From an optimization exercise on the open Yosys and OpenROAD flow, aimed at small area; shortcuts taken in it are not production practice. The RTL was checked by simulation tests, not by an equivalence proof against the original design. Power figures rest on the tool's default switching activity, not on a simulated workload.

==> flow/design.v <==
package register_file_pkg;
  localparam int unsigned REG_DATA_WIDTH = 32;
  localparam int unsigned REG_ADDR_WIDTH = 5;
  typedef logic [REG_ADDR_WIDTH-1:0] reg_addr_t;
  typedef logic [REG_DATA_WIDTH-1:0] reg_data_t;
  localparam reg_addr_t REG_ZERO = 5'd0;
endpackage
module register_file_wmux (
  input  logic en,
  input  logic en_n,
  input  logic d,
  input  logic q,
  output logic y
);
  assign y = (en & d) | (en_n & q);
endmodule
module register_file_aoi222 (
  input  logic s0, d0,
  input  logic s1, d1,
  input  logic s2, d2,
  output logic y_n
);
  assign y_n = !((s0 & d0) | (s1 & d1) | (s2 & d2));
endmodule
module register_file_read_bit (
  input  logic [31:1] sel,
  input  logic [31:1] d,
  output logic        y
);
  logic [10:0] t_n;
  for (genvar k = 0; k < 10; k++) begin : g_aoi
    register_file_aoi222 u_aoi (
      .s0 (sel[3*k+1]), .d0 (d[3*k+1]),
      .s1 (sel[3*k+2]), .d1 (d[3*k+2]),
      .s2 (sel[3*k+3]), .d2 (d[3*k+3]),
      .y_n (t_n[k])
    );
  end
  assign t_n[10] = !(sel[31] & d[31]);
  assign y = !(&t_n);
endmodule
module register_file_predecode (
  input  logic [4:0] addr,
  output logic [3:0] hi_n,
  output logic [7:0] lo_n
);
  for (genvar j = 0; j < 4; j++) begin : g_hi
    assign hi_n[j] = (addr[4:3] != 2'(j));
  end
  for (genvar j = 0; j < 8; j++) begin : g_lo
    assign lo_n[j] = (addr[2:0] != 3'(j));
  end
endmodule
module register_file_decode (
  input  logic [3:0]  hi_n,
  input  logic [7:0]  lo_n,
  output logic [31:1] sel
);
  for (genvar i = 1; i < 32; i++) begin : g_sel
    assign sel[i] = !(hi_n[i/8] | lo_n[i%8]);
  end
endmodule
module register_file_read_port
#(
  parameter int unsigned DATA_WIDTH = register_file_pkg::REG_DATA_WIDTH,
  parameter int unsigned ADDR_WIDTH = register_file_pkg::REG_ADDR_WIDTH
) (
  input  logic [(2**ADDR_WIDTH)-1:0][DATA_WIDTH-1:0] regs,
  input  logic [ADDR_WIDTH-1:0]                      addr,
  output logic [DATA_WIDTH-1:0]                      data
);
  localparam int unsigned DEPTH = 2**ADDR_WIDTH;
  logic [3:0]       hi_n;
  logic [7:0]       lo_n;
  logic [DEPTH-1:1] sel;
  register_file_predecode u_pre (.addr (addr), .hi_n (hi_n), .lo_n (lo_n));
  register_file_decode u_dec (.hi_n (hi_n), .lo_n (lo_n), .sel (sel));
  for (genvar b = 0; b < DATA_WIDTH; b++) begin : g_bit
    logic [DEPTH-1:1] col;
    for (genvar i = 1; i < DEPTH; i++) begin : g_col
      assign col[i] = regs[i][b];
    end
    register_file_read_bit u_bit (
      .sel (sel),
      .d   (col),
      .y   (data[b])
    );
  end
endmodule
module register_file
#(
  parameter int unsigned DATA_WIDTH = register_file_pkg::REG_DATA_WIDTH,
  parameter int unsigned ADDR_WIDTH = register_file_pkg::REG_ADDR_WIDTH
) (
  input  logic                  clock,
  input  logic                  reset_n,
  input  logic [ADDR_WIDTH-1:0] address_s1,
  input  logic [ADDR_WIDTH-1:0] address_s2,
  input  logic [ADDR_WIDTH-1:0] address_d,
  input  logic [DATA_WIDTH-1:0] data_dval,
  input  logic                  write_enable,
  output logic [DATA_WIDTH-1:0] data_s1val,
  output logic [DATA_WIDTH-1:0] data_s2val
);
  localparam int unsigned DEPTH = 2**ADDR_WIDTH;
  logic [DEPTH-1:0][DATA_WIDTH-1:0] regs_view;
  logic [DATA_WIDTH-1:0]            wdata;
  assign regs_view[0] = '0;
  assign wdata        = data_dval & {DATA_WIDTH{reset_n}};
  for (genvar g = 1; g < DEPTH; g++) begin : g_reg
    logic [DATA_WIDTH-1:0] q;
    logic [DATA_WIDTH-1:0] d;
    logic                  en;
    logic                  en_n;
    assign en   = !reset_n || (write_enable && (address_d == ADDR_WIDTH'(g)));
    assign en_n = !en;
    for (genvar b = 0; b < DATA_WIDTH; b++) begin : g_bit
      register_file_wmux u_wmux (
        .en   (en),
        .en_n (en_n),
        .d    (wdata[b]),
        .q    (q[b]),
        .y    (d[b])
      );
    end
    always_ff @(posedge clock) begin
      q <= d;
    end
    assign regs_view[g] = q;
  end
  register_file_read_port #(
    .DATA_WIDTH (DATA_WIDTH),
    .ADDR_WIDTH (ADDR_WIDTH)
  ) u_port_s1 (
    .regs (regs_view),
    .addr (address_s1),
    .data (data_s1val)
  );
  register_file_read_port #(
    .DATA_WIDTH (DATA_WIDTH),
    .ADDR_WIDTH (ADDR_WIDTH)
  ) u_port_s2 (
    .regs (regs_view),
    .addr (address_s2),
    .data (data_s2val)
  );
endmodule
==> flow/flow/run.sh <==
#!/bin/bash
# The standard ORFS layout (standard.sh), with these changes:
#  - ports are buffered with plain sky130_fd_sc_hd__buf_1 cells instead of the
#    delay cell buffer_ports picks by default;
#  - CTS does not add dummy loads to balance the tree.
set -euo pipefail
export BUFFER_PORTS_ARGS="-buffer_cell sky130_fd_sc_hd__buf_1"
export CTS_ARGS="-sink_clustering_enable -repair_clock_nets -dont_use_dummy_load -sink_clustering_size 30 -sink_clustering_max_diameter 80"
bash standard.sh > standard.log 2>&1
==> flow/standard.sh <==
#!/bin/bash
# synth_recipe.tcl (not shown) runs the flow's synth.tcl, then flattens the netlist and writes it again
# the make line also repeats each setting of config.mk as NAME=value (left out here)
make -C /OpenROAD-flow-scripts/flow DESIGN_CONFIG=/design/flow/config.mk WORK_HOME=/design/flow/orfs CLKGATE_MAP_FILE= SYNTH_SCRIPT=/design/flow/synth_recipe.tcl "${@:-finish}"
==> flow/config.mk <==
export PLATFORM = sky130hd
export DESIGN_NAME = register_file
export DESIGN_NICKNAME = register_file
export VERILOG_FILES = /design/flow/design.v
export SDC_FILE = /design/flow/constraint.sdc
export NUM_CORES = 4
export LEC_CHECK = 0
export CAP_MARGIN = 20
export CORE_MARGIN = 2
export CORE_UTILIZATION = 50
export CTS_CLUSTER_DIAMETER = 80
export CTS_CLUSTER_SIZE = 30
export SETUP_SLACK_MARGIN = 0.05
export SLEW_MARGIN = 20
export SYNTH_HIERARCHICAL = 1
==> flow/constraint.sdc <==
create_clock -name core_clock -period 6.0 [get_ports {clock}]
set_input_delay 1.2000 -clock core_clock [delete_from_list [all_inputs] [get_ports {clock}]]
set_output_delay 1.2000 -clock core_clock [all_outputs]
set_load 0.01 [all_outputs]
==> run notes, run 1 <==
Critical Path RT=4800 ps; CP Class=primary input to primary output; total global routing overflow=0; max_cap viols=0; clock share of power=0.275; cell mode on critical path=buf_1; Initial Utilization=0.502; fillers=around 6,300; drt total wl=189,000 µm; Crit path depth=8; FMAX=about 180 MHz; CTS resizes=0; Std-Cell Rows=101; CTS Hold Bufs=0; crit path max-delay cell type=nand2b_1; drt via density=approximately 8.9; largest delay contributor family on the critical path=simple AND/OR/NAND/NOR gates; Crit path largest cell delay=roughly 750 ps; Syn Nets=3,146; DP Area=41,800 µm²; Internal=approximately 9.2 mW; Buf/Inv on CP=3; Layout Nets=roughly 3,400; HPWL after detailed placement=roughly 110,000 µm; slew margin rel.=0.133; Sequential Power Share=0.587; CTS Sinks=between 900 and 1,000; pwr/cell area=301 nW/µm²; Max clock buf depth=3; status=finished clean; Sw Pwr=around 3.8 mW; max reg flops=992; vias=39,100; first-pass GRT wire length=264,000 µm; Comb power frac=0.138; Worst Skew=0 ps; Biggest register=g.q; Pins Over Slew Limit=0; Synth Warn #=7; Hold Path Class=flip-flop to flip-flop; htree depth=2; die width=approximately 280 µm; initial antenna violation count=14; antenna viol nets, final=0; clock period minus worst slack=roughly 5700 ps; GP Congestion=approximately 0.97; Hold Path Depth=1; io pins=~110; full die area=roughly 80,000 µm²; Critical Path Start=address_s1[3]; number of CTS-inserted buffers=between 40 and 50; Leak=16.3 nW; fraction of layout cells with a size suffix above 1=0.0943; Cells after Synth=between 3,000 and 4,000; Final Hold Vio Count=0; setup slack, reg-to-reg=about 5300 ps; FF+latch area=~20,000 µm²; Sw Share=0.292; CP endpoint kind=primary output; DR DRC count=0; DRT iter0 DRCs=between 10,000 and 15,000; number of global-route vias before repair=~37,000; reg2reg end=g_reg[31].q[25]; critical-path cell list=buf_1 -> nand2b_1 -> nor2_4 -> buf_16 -> a222oi_1 -> nand4_1 -> a2111o_1 -> buf_1; Clock Pin Slew Worst Setup and Hold Paths=~50 ps; crit path max fanout=17; first-pass iteration count of the detailed router=12; Reg-to-Reg Start=g_reg[31].q[25]; CP arrival=4480 ps; die height=about 280 µm; setup TNS=0 ps; Finished Cell Area=roughly 43,000 µm²; RSZ-0062 raised after global routing=no; Slew @ Worst Pin=between 1000 and 1500 ps; Core ar.=about 76,000 µm²; Critical Path Start Type=primary input; largest net degree at the start of global routing=52; clk root buf=clkbuf_16; multi-input logic area=between 15,000 and 20,000 µm²; Clock Latency Late Sink=around 660 ps; GRT Total Usage=0.459; R2R depth=1; hold_sp=g_reg[6].q[29]; Setup Fix Bufs, Post-CTS=0; Syn Area/Cell=approximately 12 µm²; Largest regs=g.q: 992 flops; peak supply drop=around 230 µV; CP endpoint=data_s1val[14]; final period utilization=0.947; synthesized area=38,000 µm²; number of port buffers=113; CTS tree=built; # setup viols final=0; area grow syn2layout=13.6%; post-DR wirelength/cell=between 40 and 50 µm
[power by group through the flow]
stage	combinational, mW	sequential (mW)	clock [mW]
final	1.79	7.63	3.58
after CTS	1.69	7.59	3.55
after floorplan	0.965	7.60	0
after global placement	1.63	7.70	0
after global routing	1.82	7.68	3.79
after detailed placement	1.69	7.74	0
[worst min-delay path by stage]
stage,end,slack (ps)
floorplan,g_reg[10].q[0],460
global placement,g_reg[28].q[24],470
detailed placement,g_reg[22].q[13],480
CTS,g_reg[6].q[29],500
global route,g_reg[6].q[21],520
finish,g_reg[6].q[29],510
[routing by layer]
layer | part of all wire | global-route usage | vias to the layer above
li1 | - | - | 15100
met1 | 0.36 | 0.597 | 19000
met2 | 0.41 | 0.649 | 4032
met3 | 0.17 | 0.179 | 902
met4 | 0.063 | 0.251 | 22
met5 | 0.00080 | 0 | -
[cell type report]
| class | instances | area share |
|---|---|---|
| sequential | 992 | 0.461 |
| multi-input combinational | 2084 | 0.436 |
| timing repair buffer | 272 | 0.0474 |
| tap | 978 | 0.0284 |
| clock buffer | 47 | 0.0273 |
| antenna | 7 | 0.000406 |
[cell usage in the layout, fill, tap and decap left out, drive strengths merged]
master,count
a222oi,640
nand3,2
a22o,992
o21a,31
buf,271
nand3b,6
a2111o,64
clkbuf,48
nand2,68
nand4bb,3
nand4b,3
nor2,62
nand2b,8
diode,7
dfxtp,992
or3b,6
or4b,1
or2,4
nand4,129
and2,32
o21ai,31
or3,2
[through the flow]
| stage | util | total power, mW | setup WS, ps | hold WS [ps] | instances |
|---|---|---|---|---|---|
| finish | 0.571 | 13.0 | 319 | 507 | 4380 |
| global route | 0.570 | 13.3 | 406 | 516 | 4373 |
| global placement | 0.550 | 9.33 | 718 | 472 | 4311 |
| floorplan | - | 8.57 | 1600 | 460 | 3096 |
| detailed placement | 0.552 | 9.43 | 689 | 479 | 4319 |
| CTS | 0.568 | 12.8 | 668 | 497 | 4366 |
==> run 2, diff against run 1 <==
--- a/flow/config.mk
+++ b/flow/config.mk
@@ -8,5 +8,5 @@
 export CAP_MARGIN = 20
 export CORE_MARGIN = 2
-export CORE_UTILIZATION = 50
+export CORE_UTILIZATION = 58
 export CTS_CLUSTER_DIAMETER = 80
 export CTS_CLUSTER_SIZE = 30
==> run 2 against run 1 <==
Net effect: clock-buffer cell count down 4; first-iteration DRC count up 1.7%; flip-flop and latch count unchanged; area after synthesis stayed put; critical path type unchanged; sequential power about the same; sequential share of layout area is 0.47 points higher; clock power down 5%; still clean; largest cell class unchanged; fmax rose by 6.2%; hold slack worse by 15 ps; combinational power about the same; worst setup slack better by 330 ps.
==> run notes, run 2 <==
CTS tree=built (unchanged); Pins Over Slew Limit=0 (unchanged); total global routing overflow=0 (unchanged); Hold Path Class=flip-flop to flip-flop (unchanged); max reg flops=992 (unchanged); CTS Sinks=992 (unchanged); Final Hold Vio Count=0 (unchanged); setup TNS=0 ps (unchanged); number of port buffers=113 (unchanged); Core ar.=64,600 µm² (was 75,600 µm²); CP arrival=4150 ps (was 4480 ps); area grow syn2layout=12.4% (was 13.6%); htree depth=2 (unchanged); DRT iter0 DRCs=10,700 (was 10,500); FMAX=187 MHz (was 176 MHz); status=finished clean (unchanged); first-pass GRT wire length=254,000 µm (was 264,000 µm); Max clock buf depth=3 (unchanged); Leak=16.2 nW (was 16.3 nW); synthesized area=38,000 µm² (unchanged); Layout Nets=3,451 (was 3,447); CP Class=primary input to primary output (unchanged); Clock Latency Late Sink=640 ps (was 660 ps); Syn Area/Cell=12.3 µm² (unchanged); final period utilization=0.891 (was 0.947); CTS resizes=0 (unchanged); antenna viol nets, final=0 (unchanged); vias=39,600 (was 39,100); CP endpoint kind=primary output (unchanged); Largest regs=g.q: 992 flops (unchanged); io pins=114 (unchanged); # setup viols final=0 (unchanged); GP Congestion=0.996 (was 0.971); Biggest register=g.q (unchanged); Internal=9.08 mW (was 9.20 mW); Std-Cell Rows=93 (was 101); Cells after Synth=3,096 (unchanged); max_cap viols=0 (unchanged); Worst Skew=0 ps (unchanged); crit path max fanout=24 (was 17); Syn Nets=3,146 (unchanged); CTS Hold Bufs=0 (unchanged); GRT Total Usage=0.506 (was 0.459); drt total wl=179,000 µm (was 189,000 µm); Critical Path Start Type=primary input (unchanged); Comb power frac=0.139 (was 0.138); clock share of power=0.265 (was 0.275); Sw Share=0.290 (was 0.292); initial antenna violation count=11 (was 14); post-DR wirelength/cell=42.1 µm (was 43.2 µm); Critical Path RT=4800 ps (about the same); number of global-route vias before repair=38,200 (was 36,800); Slew @ Worst Pin=1320 ps (was 1300 ps); Clock Pin Slew Worst Setup and Hold Paths=50 ps (about the same); DR DRC count=0 (unchanged); fraction of layout cells with a size suffix above 1=0.0947 (was 0.0943); Sw Pwr=3.71 mW (was 3.79 mW); HPWL after detailed placement=103,000 µm (was 112,000 µm); die width=260 µm (was 280 µm); clk root buf=clkbuf_16 (unchanged); number of CTS-inserted buffers=43 (was 47); full die area=67,500 µm² (was 78,200 µm²); clock period minus worst slack=5350 ps (was 5680 ps); Worst Hold Slack=492 ps (was 507 ps); slew margin rel.=0.120 (was 0.133); drt via density=9.30 (was 8.92); pwr/cell area=300 nW/µm² (was 301 nW/µm²); largest net degree at the start of global routing=55 (was 52); Setup Fix Bufs, Post-CTS=0 (unchanged); peak supply drop=291 µV (was 235 µV); commonest cells after routing, fill and taps aside=a22o_1 (992), dfxtp_1 (992), a222oi_1 (640) (unchanged); Synth Warn #=7 (unchanged); Initial Utilization=0.588 (was 0.502); first-pass iteration count of the detailed router=17 (was 12); die height=260 µm (was 280 µm); RSZ-0062 raised after global routing=no (unchanged); Sequential Power Share=0.596 (was 0.587)
[run 2: cell count changes in the layout (fill, tap and decap cells not counted), sizes merged]
cell / delta
diode: -4
buf: +8
clkbuf: -4
[run 2: area by class of cell]
type                       count  area, µm²
antenna                        3       7.51
clock buffer                  43       1080
fill                        4990      21900
multi-input combinational   2084      18800
sequential                   992      19900
tap                          855       1070
timing repair buffer         280       1880
[run 2: layer usage]
layer  track usage  routed length, µm
met5       0.00712                192
met4         0.309              13700
met3         0.242              34100
met2         0.698              70500
met1         0.634              60500
[run 2: through the flow]
stage	power [mW]	setup slack (ps)	cells	utilization	cell area, µm²
6_report	12.8	652	4257	0.661	42700
5_1_grt	13.1	760	4255	0.661	42700
4_1_cts	12.6	970	4252	0.660	42600
3_5_place_dp	9.39	958	4209	0.643	41500
3_3_place_gp	9.28	995	4200	0.640	41300
2_1_floorplan	8.57	1600	3096	-	38000
[run 2: critical path, stage by stage]
cell and delay, ps:
buf_1 230, or3b_1 580, nor2_4 900, buf_4 360, a222oi_1 100, nand4_1 430, a2111o_1 180, buf_1 170
[run 2: final timing paths]
path | from | end | slack, ps | depth (start not counted)
min reg2reg | g_reg[11].q[29] | g_reg[11].q[29] | 490 | 1
min | g_reg[11].q[29] | g_reg[11].q[29] | 490 | 1
max | address_s2[0] | data_s2val[1] | 650 | 8
max reg2reg | g_reg[2].q[11] | g_reg[2].q[11] | 5280 | 1
[run 2: power by group through the flow]
| stage | logic, mW | clock network [mW] | registers, mW |
|---|---|---|---|
| 6_report | 1.77 | 3.39 | 7.62 |
| 5_1_grt | 1.79 | 3.59 | 7.68 |
| 4_1_cts | 1.66 | 3.36 | 7.59 |
| 3_5_place_dp | 1.65 | 0 | 7.73 |
| 3_3_place_gp | 1.59 | 0 | 7.69 |
| 2_1_floorplan | 0.965 | 0 | 7.60 |
==> run 3, diff against run 2 <==
--- a/flow/design.v
+++ b/flow/design.v
@@ -7,11 +7,11 @@
 endpackage
 module register_file_wmux (
-  input  logic en,
-  input  logic en_n,
+  input  logic load,
+  input  logic hold,
   input  logic d,
   input  logic q,
   output logic y
 );
-  assign y = (en & d) | (en_n & q);
+  assign y = (load & d) | (hold & q);
 endmodule
 module register_file_aoi222 (
@@ -105,19 +105,19 @@
   localparam int unsigned DEPTH = 2**ADDR_WIDTH;
   logic [DEPTH-1:0][DATA_WIDTH-1:0] regs_view;
-  logic [DATA_WIDTH-1:0]            wdata;
   assign regs_view[0] = '0;
-  assign wdata        = data_dval & {DATA_WIDTH{reset_n}};
   for (genvar g = 1; g < DEPTH; g++) begin : g_reg
     logic [DATA_WIDTH-1:0] q;
     logic [DATA_WIDTH-1:0] d;
-    logic                  en;
-    logic                  en_n;
-    assign en   = !reset_n || (write_enable && (address_d == ADDR_WIDTH'(g)));
-    assign en_n = !en;
+    logic                  wsel;
+    logic                  load;
+    logic                  hold;
+    assign wsel = write_enable && (address_d == ADDR_WIDTH'(g));
+    assign load = reset_n && wsel;
+    assign hold = reset_n && !wsel;
     for (genvar b = 0; b < DATA_WIDTH; b++) begin : g_bit
       register_file_wmux u_wmux (
-        .en   (en),
-        .en_n (en_n),
-        .d    (wdata[b]),
+        .load (load),
+        .hold (hold),
+        .d    (data_dval[b]),
         .q    (q[b]),
         .y    (d[b])
==> run 3 against run 2 <==
Net effect: largest power group unchanged; hold slack better by 13 ps; cell area down 0.39%; clock-buffer cell count unchanged; flip-flop and latch count unchanged; highest routed layer unchanged.
==> run notes, run 3 <==
status=finished clean (unchanged); hold_sp=g_reg[8].q[12] (was g_reg[11].q[29]); commonest cells after routing, fill and taps aside=a22o_1 (992), dfxtp_1 (992), a222oi_1 (640) (unchanged); cell mode on critical path=buf_1 (unchanged); largest net degree at the start of global routing=36 (was 55); Critical Path Start=address_s1[2] (was address_s2[0]); Pins Over Slew Limit=0 (unchanged); number of CTS-inserted buffers=43 (unchanged); met1 usage=0.641 (was 0.634); largest delay contributor family on the critical path=simple AND/OR/NAND/NOR gates (unchanged); R2R depth=1 (unchanged); max reg flops=992 (unchanged); initial antenna violation count=8 (was 11); DRT iter0 DRCs=11,100 (was 10,700); FMAX=177 MHz (was 187 MHz); Clock Pin Slew Worst Setup and Hold Paths=100 ps (was 50 ps); Critical Path Start Type=primary input (unchanged); Worst Skew=0 ps (unchanged); final period utilization=0.940 (was 0.891); slew margin rel.=0.150 (was 0.120); critical-path cell list=buf_1 -> nand3b_1 -> nor2_4 -> a222oi_1 -> nand4_1 -> a2111o_1 -> buf_1 (was buf_1 -> or3b_1 -> nor2_4 -> buf_4 -> a222oi_1 -> nand4_1 -> a2111o_1 -> buf_1); DR DRC count=0 (unchanged); Largest regs=g.q: 992 flops (unchanged); first-pass GRT wire length=261,000 µm (was 254,000 µm); Biggest register=g.q (unchanged); total global routing overflow=0 (unchanged); CP Class=primary input to primary output (unchanged); Hold Path Depth=1 (unchanged); Reg-to-Reg Start=g_reg[31].q[15] (was g_reg[2].q[11]); number of global-route vias before repair=37,300 (was 38,200); setup TNS=0 ps (unchanged); crit path max-delay cell type=a222oi_1 (was nor2_4); HPWL after detailed placement=110,000 µm (was 103,000 µm); CTS tree=built (unchanged); vias=39,600 (about the same); drt via density=9.33 (was 9.30); Layout Nets=3,438 (was 3,451); Hold Path Class=flip-flop to flip-flop (unchanged); Leak=15.5 nW (was 16.2 nW); # setup viols final=0 (unchanged); die height=260 µm (about the same); Initial Utilization=0.588 (about the same); io pins=114 (unchanged); die width=260 µm (about the same); CTS Sinks=992 (unchanged); Clock Latency Late Sink=630 ps (was 640 ps); full die area=67,400 µm² (was 67,500 µm²); placed cell count=4,196 (was 4,209); htree depth=2 (unchanged); CP arrival=4440 ps (was 4150 ps); Syn Area/Cell=12.3 µm² (about the same); Crit path largest cell delay=760 ps (was 900 ps); drt total wl=184,000 µm (was 179,000 µm); first-pass iteration count of the detailed router=15 (was 17); Crit path depth=7 (was 8); fraction of layout cells with a size suffix above 1=0.0978 (was 0.0947); Setup Fix Bufs, Post-CTS=0 (unchanged); area grow syn2layout=12.2% (was 12.4%); routing usage on met3=0.273 (was 0.242); CTS resizes=0 (unchanged); Critical Path RT=4800 ps (about the same); Slew @ Worst Pin=1270 ps (was 1320 ps); antenna viol nets, final=0 (unchanged); synthesized area=37,900 µm² (was 38,000 µm²); max_cap viols=0 (unchanged); Buf/Inv on CP=2 (was 3); crit path max fanout=15 (was 24); Max clock buf depth=3 (unchanged); GR Util met2=0.720 (was 0.698); Cells after Synth=3,075 (was 3,096); GRT Total Usage=0.524 (was 0.506); Std-Cell Rows=93 (unchanged); Syn Nets=3,125 (was 3,146); Final Hold Vio Count=0 (unchanged); non-filler cells, final=4,247 (was 4,257); RSZ-0062 raised after global routing=no (unchanged); GP Congestion=1.04 (was 0.996); GR peak layer=met2 (unchanged); post-DR wirelength/cell=43.4 µm (was 42.1 µm); Core ar.=64,500 µm² (was 64,600 µm²); clock period minus worst slack=5640 ps (was 5350 ps); pwr/cell area=254 nW/µm² (was 300 nW/µm²); clk root buf=clkbuf_16 (unchanged); CTS Hold Bufs=0 (unchanged); peak supply drop=289 µV (was 291 µV); Synth Warn #=7 (unchanged); number of port buffers=113 (unchanged); CP endpoint kind=primary output (unchanged)
[run 3: path summary, 6_finish.rpt]
path,endpoint,slack (ps)
min,g_reg[8].q[12],500
min reg2reg,g_reg[8].q[12],500
max reg2reg,g_reg[31].q[15],5320
max,data_s1val[3],360
[run 3: layer usage]
layer	vias to the layer above	wire length [µm]
met5	-	433
met4	18	15000
met2	4355	71700
met3	1196	36400
met1	19000	60800
li1	15000	-
[run 3: through the flow]
stage	hold slack [ps]	instance area [µm²]	setup slack, ps	total power [mW]	utilization
4_1_cts	502	42500	728	10.7	0.659
5_1_grt	513	42500	413	11.0	0.659
3_5_place_dp	477	41400	735	7.49	0.642
3_3_place_gp	472	41400	753	7.47	0.641
6_report	505	42500	361	10.8	0.660
2_1_floorplan	460	37900	1600	7.04	-
[run 3: final cells by class]
class                   count  area (µm²)
inverters                   1        3.75
fillers                  4912       21900
multi-input cells        2061       18600
diodes                      6        15.0
well taps                 855        1070
repair buffers            289        1870
flip-flops and latches    992       19900
clock buffers              43        1080
[run 3: where the power goes]
part	switching [mW]	internal (mW)
clock	2.09	1.29
combinational	0.606	0.130
sequential	0.0408	6.63
==> run 4, diff against run 3 <==
--- a/flow/config.mk
+++ b/flow/config.mk
@@ -6,5 +6,5 @@
 export NUM_CORES = 4
 export LEC_CHECK = 0
-export CAP_MARGIN = 20
+export CAP_MARGIN = 10
 export CORE_MARGIN = 2
 export CORE_UTILIZATION = 58
@@ -12,4 +12,4 @@
 export CTS_CLUSTER_SIZE = 30
 export SETUP_SLACK_MARGIN = 0.05
-export SLEW_MARGIN = 20
+export SLEW_MARGIN = 10
 export SYNTH_HIERARCHICAL = 1
==> run 4 against run 3 <==
Net effect: still clean on timing, DRC and antenna; sequential power hardly changed; register-to-register slack about the same; clock power is 1% higher; synthesized cell count unchanged; total power up 0.29%; critical endpoint is now data_s2val[23]; highest routed layer unchanged.
==> run notes, run 4 <==
Std-Cell Rows=93 (unchanged); number of global-route vias before repair=37,300 (about the same); final core utilization=0.659 (was 0.660); area grow syn2layout=12.1% (was 12.2%); CP arrival=4490 ps (was 4440 ps); vias=39,800 (was 39,600); synthesized area=37,900 µm² (unchanged); Max clock buf depth=3 (unchanged); Leak=15.4 nW (was 15.5 nW); CTS tree=built (unchanged); Critical Path Start Type=primary input (unchanged); Cells after Synth=3,075 (unchanged); first-pass iteration count of the detailed router=17 (was 15); RSZ-0062 raised after global routing=no (unchanged); Critical Path Start=address_s2[2] (was address_s1[2]); Comb power frac=0.068 (about the same); Final Hold Vio Count=0 (unchanged); io pins=114 (unchanged); crit path max fanout=15 (unchanged); Syn Area/Cell=12.3 µm² (unchanged); htree depth=2 (unchanged); hold_sp=g_reg[8].q[12] (unchanged); Hold Path Class=flip-flop to flip-flop (unchanged); Initial Utilization=0.588 (unchanged); pre-CTS worst setup slack=751 ps (was 735 ps); GRT Total Usage=0.525 (was 0.524); post-DR wirelength/cell=43.6 µm (was 43.4 µm); FMAX=176 MHz (was 177 MHz); Setup Fix Bufs, Post-CTS=0 (unchanged); pwr/cell area=255 nW/µm² (was 254 nW/µm²); final period utilization=0.948 (was 0.940); drt total wl=185,000 µm (was 184,000 µm); Synth Warn #=7 (unchanged); die width=260 µm (unchanged); Clock Latency Late Sink=620 ps (was 630 ps); DR DRC count=0 (unchanged); non-filler cells, final=4,244 (was 4,247); status=finished clean (unchanged); full die area=67,400 µm² (unchanged); Critical Path RT=4800 ps (about the same); Sequential Power Share=0.616 (was 0.618); max reg flops=992 (unchanged); Reg-to-Reg Start=g_reg[31].q[14] (was g_reg[31].q[15]); antenna viol nets, final=0 (unchanged); Internal=8.05 mW (about the same); CTS resizes=0 (unchanged); Core ar.=64,500 µm² (unchanged); peak supply drop=183 µV (was 289 µV); number of port buffers=113 (unchanged); Setup WS post-layout=313 ps (was 361 ps); max_cap viols=0 (unchanged); initial antenna violation count=14 (was 8); Syn Nets=3,125 (unchanged); Layout Nets=3,435 (was 3,438); clk root buf=clkbuf_16 (unchanged); Hold Path Depth=1 (unchanged); DP Area=41,400 µm² (about the same); slew margin rel.=0.0546 (was 0.150); Worst Hold Slack=504 ps (was 505 ps); fraction of layout cells with a size suffix above 1=0.0970 (was 0.0978); CP Class=primary input to primary output (unchanged); DRT iter0 DRCs=11,400 (was 11,100); commonest cells after routing, fill and taps aside=a22o_1 (992), dfxtp_1 (992), a222oi_1 (640) (unchanged); # setup viols final=0 (unchanged); Sw Share=0.256 (was 0.254); CP endpoint kind=primary output (unchanged); total global routing overflow=0 (unchanged); largest net degree at the start of global routing=36 (unchanged); Slew @ Worst Pin=1410 ps (was 1270 ps); Sw Pwr=2.77 mW (was 2.74 mW); setup TNS=0 ps (unchanged); R2R depth=1 (unchanged); number of CTS-inserted buffers=43 (unchanged); first-pass GRT wire length=260,000 µm (was 261,000 µm); clock period minus worst slack=5690 ps (was 5640 ps); die height=260 µm (unchanged); GP Congestion=1.04 (unchanged); Finished Cell Area=42,500 µm² (about the same); CTS Hold Bufs=0 (unchanged); Biggest register=g.q (unchanged); Worst Skew=0 ps (unchanged); post-route total power=10.8 mW (about the same); Largest regs=g.q: 992 flops (unchanged); placed cell count=4,194 (was 4,196); fillers=4,894 (was 4,912); CTS Sinks=992 (unchanged); drt via density=9.39 (was 9.33); clock share of power=0.316 (was 0.314); Clock Pin Slew Worst Setup and Hold Paths=90 ps (was 100 ps); HPWL after detailed placement=110,000 µm (about the same); Pins Over Slew Limit=0 (unchanged)
==> run 4: layout make-up <==
type / instances / area [µm²] / share of cell area
antenna: 6 / 15.0 / 0.000354
clock buffer: 43 / 1080 / 0.0253
inverter: 1 / 3.75 / 0.0000884
multi-input combinational: 2061 / 18600 / 0.439
sequential: 992 / 19900 / 0.468
tap: 855 / 1070 / 0.0252
timing repair buffer: 286 / 1810 / 0.0427
==> run 4: path summary, 6_finish.rpt <==
path / end / slack (ps)
worst min register to register: g_reg[8].q[12] / 500
worst max register to register: g_reg[31].q[14] / 5310
worst max-delay path: data_s2val[23] / 310
worst min-delay path: g_reg[8].q[12] / 500
==> run 4: layer usage <==
layer  part of all wire  GRT usage  vias up
met1               0.33      0.641    19100
met4              0.081      0.309       16
met3               0.20      0.288     1154
met5            0.00072    0.00783        -
li1                   -          -    15000
met2               0.39      0.723     4538
==> run 4: critical path, stage by stage <==
cell and delay, ps:
buf_1 300, nand3b_1 470, nor2_4 260, a222oi_1 780, nand4_1 730, a2111o_1 570
buf_1 150
==> run 4: power by group through the flow <==
stage,Combinational (mW),Clock (mW),Sequential [mW]
6_report,0.736,3.42,6.67
5_1_grt,0.716,3.57,6.68
4_1_cts,0.671,3.34,6.67
3_5_place_dp,0.670,0,6.82
3_3_place_gp,0.655,0,6.81
2_1_floorplan,0.230,0,6.81
==> run 5, diff against run 4 <==
--- a/flow/config.mk
+++ b/flow/config.mk
@@ -8,5 +8,5 @@
 export CAP_MARGIN = 10
 export CORE_MARGIN = 2
-export CORE_UTILIZATION = 58
+export CORE_UTILIZATION = 64
 export CTS_CLUSTER_DIAMETER = 80
 export CTS_CLUSTER_SIZE = 30
==> run 5 against run 4 <==
Net effect: now fails the layout checks on max-capacitance violations, max-slew violations; clock power down 2%; final cell count down 2.0%; die area down 9.2%; hold slack better by 3.1 ps; total power down 0.73%; combinational power down 0.7%; sequential power about the same; global-route usage up 4.6 points; utilization up 6.1 points; via count up 1.2%; clock-buffer cell count down 1; flip-flop and latch count unchanged; largest power group unchanged.
==> run notes, run 5 <==
GRT Total Usage=0.572 (was 0.525); Worst Skew=0 ps (unchanged); DP Area=41,200 µm² (was 41,400 µm²); GP Congestion=1.03 (was 1.04); CP Class=primary input to primary output (unchanged); initial antenna violation count=6 (was 14); reg2reg end=g_reg[31].q[20] (was g_reg[31].q[14]); final core utilization=0.719 (was 0.659); met1 usage=0.687 (was 0.641); DRT iter0 DRCs=11,700 (was 11,400); RSZ-0062 raised after global routing=no (unchanged); synthesized area=37,900 µm² (unchanged); peak supply drop=349 µV (was 183 µV); Final Hold Vio Count=0 (unchanged); total global routing overflow=0 (unchanged); HPWL after detailed placement=103,000 µm (was 110,000 µm); CTS tree=built (unchanged); largest net degree at the start of global routing=36 (unchanged); first-pass GRT wire length=257,000 µm (was 260,000 µm); number of global-route vias before repair=38,300 (was 37,300); Hold Path Class=flip-flop to flip-flop (unchanged); Biggest register=g.q (unchanged); post-route total power=10.7 mW (was 10.8 mW); final period utilization=0.927 (was 0.948); routing usage on met3=0.308 (was 0.288); Pins Over Slew Limit=34 (was 0); CTS Hold Bufs=0 (unchanged); pwr/cell area=254 nW/µm² (was 255 nW/µm²); DR DRC count=0 (unchanged); first-pass iteration count of the detailed router=16 (was 17); Critical Path RT=4800 ps (about the same); crit path max fanout=32 (was 15); CP endpoint kind=primary output (unchanged); full die area=61,200 µm² (was 67,400 µm²); Reg-to-Reg Start=g_reg[31].q[20] (was g_reg[31].q[14]); Clock Latency Late Sink=640 ps (was 620 ps); Syn Area/Cell=12.3 µm² (unchanged); CTS resizes=0 (unchanged); Fail Reasons=max-capacitance violations, max-slew violations; number of CTS-inserted buffers=42 (was 43); die width=247 µm (was 260 µm); slew margin rel.=-0.0201 (was 0.0546); io pins=114 (unchanged); drt total wl=181,000 µm (was 185,000 µm); Leak=15.4 nW (about the same); Finished Cell Area=42,300 µm² (was 42,500 µm²); htree depth=2 (unchanged); Clock Pin Slew Worst Setup and Hold Paths=90 ps (about the same); die height=247 µm (was 260 µm); clk root buf=clkbuf_16 (unchanged); CP arrival=4360 ps (was 4490 ps); vias=40,300 (was 39,800); CTS Sinks=992 (unchanged); Slew @ Worst Pin=1530 ps (was 1410 ps); number of port buffers=113 (unchanged); # setup viols final=0 (unchanged); Syn Nets=3,125 (unchanged); clock period minus worst slack=5560 ps (was 5690 ps); drt via density=9.69 (was 9.39); Setup Fix Bufs, Post-CTS=0 (unchanged); Std-Cell Rows=89 (was 93); GR Util met2=0.746 (was 0.723); Critical Path Start Type=primary input (unchanged); status=failed layout checks (was finished clean); setup slack, reg-to-reg=5290 ps (was 5310 ps); GR peak layer=met2 (unchanged); Synth Warn #=7 (unchanged); commonest cells after routing, fill and taps aside=a22o_1 (992), dfxtp_1 (992), a222oi_1 (640) (unchanged); hold_sp=g_reg[8].q[10] (was g_reg[8].q[12]); Max clock buf depth=3 (unchanged); max_cap viols=2 (was 0); FMAX=180 MHz (was 176 MHz); Initial Utilization=0.644 (was 0.588); antenna viol nets, final=0 (unchanged); sink of the worst hold path=g_reg[8].q[10] (was g_reg[8].q[12]); setup TNS=0 ps (unchanged); fraction of layout cells with a size suffix above 1=0.0967 (was 0.0970); area grow syn2layout=11.6% (was 12.1%); max reg flops=992 (unchanged); Cells after Synth=3,075 (unchanged); Hold Path Depth=1 (unchanged); post-DR wirelength/cell=43.6 µm (about the same); Largest regs=g.q: 992 flops (unchanged); Layout Nets=3,432 (was 3,435); R2R depth=1 (unchanged); Core ar.=58,800 µm² (was 64,500 µm²)
[run 5: how the worst max path moves through the flow]
stage / slack (ps) / start / to
after CTS: 860 / address_s2[0] / data_s2val[19]
after global placement: 910 / address_s2[0] / data_s2val[19]
after global routing: 590 / address_s1[4] / data_s1val[4]
final: 440 / address_s2[0] / data_s2val[5]
after detailed placement: 870 / address_s2[0] / data_s2val[19]
after floorplan: 1600 / address_s1[2] / data_s1val[0]
[run 5: worst max-delay path, cell delays in order]
cell      delay [ps]
buf_1            240
or3b_1           580
nor2_4          1100
a222oi_1         400
nand4_1          490
a2111o_1         180
buf_1            150
[run 5: final cells by class]
cell class / instances / area, µm²
well taps: 773 / 967
diodes: 7 / 17.5
multi-input cells: 2061 / 18600
inverters: 1 / 3.75
clock buffers: 42 / 1050
fillers: 4201 / 16500
flip-flops and latches: 992 / 19900
repair buffers: 284 / 1800
[run 5: report_power, final]
part / internal, mW / leakage (nW) / switching [mW] / total (mW)
Clock: 1.27 / 0.518 / 2.07 / 3.34
Sequential: 6.63 / 8.00 / 0.0424 / 6.67
Combinational: 0.128 / 6.91 / 0.603 / 0.731
[run 5: metrics by stage]
step / worst slack (ps) / hold WS (ps) / cells
finish: 438 / 507 / 4160
global route: 590 / 523 / 4155
CTS: 855 / 503 / 4153
detailed placement: 866 / 477 / 4111
global placement: 914 / 472 / 4111
floorplan: 1600 / 460 / 3075
[run 5: metal layers]
layer,wire [µm],part of all wire,vias to the layer above
met1,58100,0.32,18900
met4,18800,0.10,15
li1,-,-,15000
met3,36600,0.20,1488
met2,67600,0.37,4923
met5,287,0.0016,-

[afterwards: timing with drivers on the ports]
How much do the figures lean on ideal ports? The routed layouts below were timed once more, with nothing changed but the port constraints.
Step 1 assumes that a clkbuf_16 drives the clock port and a buf_2 every other input.
Step 2 also shifts input and output timing later by t, the mid clock arrival at the registers, as if the neighbouring blocks saw the same clock.
a / b / c = ideal ports / drivers / drivers and shift; a / b = the first two.
run	t (ns)	slack for setup (ns)	clock arrival spread, ns	worst data-port slew with drivers (ns)
run 1	0.705	0.319 / 0.284 / 0.284	0.081 / 0.080	0.10
run 2	0.712	0.652 / 0.602 / 0.602	0.068 / 0.068	0.12
run 3	0.696	0.361 / 0.315 / 0.315	0.060 / 0.061	0.12
run 4	0.710	0.313 / 0.284 / 0.284	0.062 / 0.062	0.12
run 5	0.709	0.438 / 0.408 / 0.408	0.062 / 0.062	0.14
For run 2, which loses most, drivers alone change the setup slack by -0.050 ns; drivers and shift together by -0.050 ns.
